Context: an optimization exercise on an open-source flow, tuned for small area, a short achievable clock period and few clock cycles per item. The choices shown serve that exercise and are no tape-out recipe.
The RTL was checked by simulation tests, not by an equivalence proof against the original design.
No activity file was given, so power comes from the tool's default toggle rates.

==> flow/design.v (excerpt) <==
module linear_probe_hash_table_core #(
  parameter int unsigned TABLE_SIZE = 64
) (
  input  logic       clk_i,
  input  logic       rst_ni,
  input  logic                          in_valid_i,
  output logic                          in_ready_o,
  input  logic                          in_operation_i,
  input  logic [lpht_pkg::KEY_W-1:0]    in_key_i,
  input  logic [lpht_pkg::PAY_W-1:0]    in_payload_i,
  output logic                          out_valid_o,
  input  logic                          out_ready_i,
  output logic [lpht_pkg::STATUS_W-1:0] out_status_o,
  output logic [lpht_pkg::SLOT_W-1:0]   out_slot_o,
  output logic [lpht_pkg::PAY_W-1:0]    out_found_payload_o
);
Size in the first run: roughly 9900 cells after synthesis, about 110 I/O pins, ~170000 um2 of cells after synthesis.
Settings: LEC_CHECK=0, CAP_MARGIN=20, CORE_MARGIN=2, CORE_UTILIZATION=60, CTS_CLUSTER_DIAMETER=80, CTS_CLUSTER_SIZE=30, SLEW_MARGIN=20, SYNTH_MEMORY_MAX_BITS=8192; clock period 10.0 ns.
standard.sh (not shown) runs the stock make flow with config.mk's settings and CLKGATE_MAP_FILE= SYNTH_SCRIPT=/design/flow/synth_recipe.tcl, a recipe that flattens the netlist after the stock synthesis.
==> flow/flow/run.sh <==
#!/bin/bash
set -euo pipefail
bash standard.sh SETUP_SLACK_MARGIN=6.7 \
  "CTS_ARGS=-sink_clustering_enable -repair_clock_nets -sink_clustering_size 30 -sink_clustering_max_diameter 80 -dont_use_dummy_load" \
  finish > std_flow.log 2>&1
Testbench counts at the start, summed over its fixed seeds: cycles 2,592, ops 2,560.
Next try:
==> flow/flow/run.sh (replaced) <==
#!/bin/bash
# The standard layout, with timing repair aimed well below the clock period:
# the target period leaves several nanoseconds of slack, which repair would
# otherwise not use. The SDC and everything else are the standard flow's own.
set -euo pipefail
bash standard.sh SETUP_SLACK_MARGIN=6.4 finish > std_flow.log 2>&1
CORE_UTILIZATION = 50   (was 60)
Utilization fell by 11 points.
Wire length grows by 1.1%.
Setup slack gets worse by 0.21 ns.


linear_probe_hash_table_core again, from the RTL that the note above started with.
// linear_probe_hash_table_core
module linear_probe_hash_table_core #(
  parameter int unsigned TABLE_SIZE = 64
) (
  input  logic       clk_i,
  input  logic       rst_ni,
  input  logic                          in_valid_i,
  output logic                          in_ready_o,
  input  logic                          in_operation_i,
  input  logic [lpht_pkg::KEY_W-1:0]    in_key_i,
  input  logic [lpht_pkg::PAY_W-1:0]    in_payload_i,
  output logic                          out_valid_o,
  input  logic                          out_ready_i,
  output logic [lpht_pkg::STATUS_W-1:0] out_status_o,
  output logic [lpht_pkg::SLOT_W-1:0]   out_slot_o,
  output logic [lpht_pkg::PAY_W-1:0]    out_found_payload_o
);
export LEC_CHECK = 0
export CAP_MARGIN = 20
export CORE_MARGIN = 2
export CORE_UTILIZATION = 60
export CTS_CLUSTER_DIAMETER = 80
export CTS_CLUSTER_SIZE = 30
export SLEW_MARGIN = 60
export SYNTH_MEMORY_MAX_BITS = 8192
create_clock -name core_clock -period 10.0 [get_ports {clk_i}]
==> flow/flow/run.sh <==
#!/bin/bash
# The standard layout, with timing repair aimed well below the clock period:
# the target period leaves several nanoseconds of slack, which repair would
# otherwise not use. The SDC and everything else are the standard flow's own.
set -euo pipefail
bash standard.sh SETUP_SLACK_MARGIN=6.4 finish > std_flow.log 2>&1
The baseline finished with timing, DRC and antenna clean.
Testbench counts at the start, summed over its fixed seeds: cycles 2,592, ops 2,560.
Rerun with:
SLEW_MARGIN = 20   (was 60)
Outcome: The changed run finished clean; worst setup slack improved by 0.0091 ns; utilization shrinks by 1.4 points; synthesized cell count is unchanged; global-route usage drops by 0.12 points; sequential cell count does not change; cell area decreases by a few percent; clock-buffer cell count goes down by 10; wire length went down slightly; die area does not change; total power is lower slightly.
Rerun with:
--- a/flow/flow/run.sh
+++ b/flow/flow/run.sh
@@ -4,3 +4,3 @@
 # otherwise not use. The SDC and everything else are the standard flow's own.
 set -euo pipefail
-bash standard.sh SETUP_SLACK_MARGIN=6.4 finish > std_flow.log 2>&1
+bash standard.sh SETUP_SLACK_MARGIN=6.55 finish > std_flow.log 2>&1
Result:
- The changed run completed with no timing, DRC or antenna violations
- die area does not change
- worst setup slack gains 0.087 ns
- design area grows by 0.78%
- global-route usage came out higher by 0.53 points
- hold slack is worse by 0.0055 ns
- synthesized cell count does not change
- wire length went up by 1.3%
- sequential cell count stays the same

[separate check: timing with driven ports]
How much do the figures lean on ideal ports? The routed layouts below were timed once more, with nothing changed but the port constraints. Step 1: set_driving_cell puts a clkbuf_16 on clk_i and a buf_2 on each other input, an assumption about the parent block. Step 2 adds t to the input delays and takes it off the output delays; t is the mean of the earliest and latest rising clock arrival at the registers after step 1. Input paths then give back, and output paths get back, about the clock's delay inside the block. a / b / c = ideal ports / drivers / drivers and shift; a / b = the first two.
| run | shift t [ns] | setup slack, ns | worst setup path at the end |
|---|---|---|---|
| the first run of note 1 | 1.032 | 6.505 / 6.398 / 5.646 | input to register |
| the second run of note 1 | 1.072 | 6.294 / 6.294 / 5.363 | input to register |
| the first run of note 2 | 1.055 | 6.354 / 6.313 / 5.390 | input to register |
| the second run of note 2 | 1.066 | 6.363 / 6.304 / 5.371 | input to register |
| the third run of note 2 | 1.059 | 6.450 / 6.378 / 5.463 | input to register |
After both steps setup and hold are still met in every run listed. The setup slack of the second run of note 2, which loses most, moves by -0.059 ns with the drivers and by -0.992 ns with both steps.
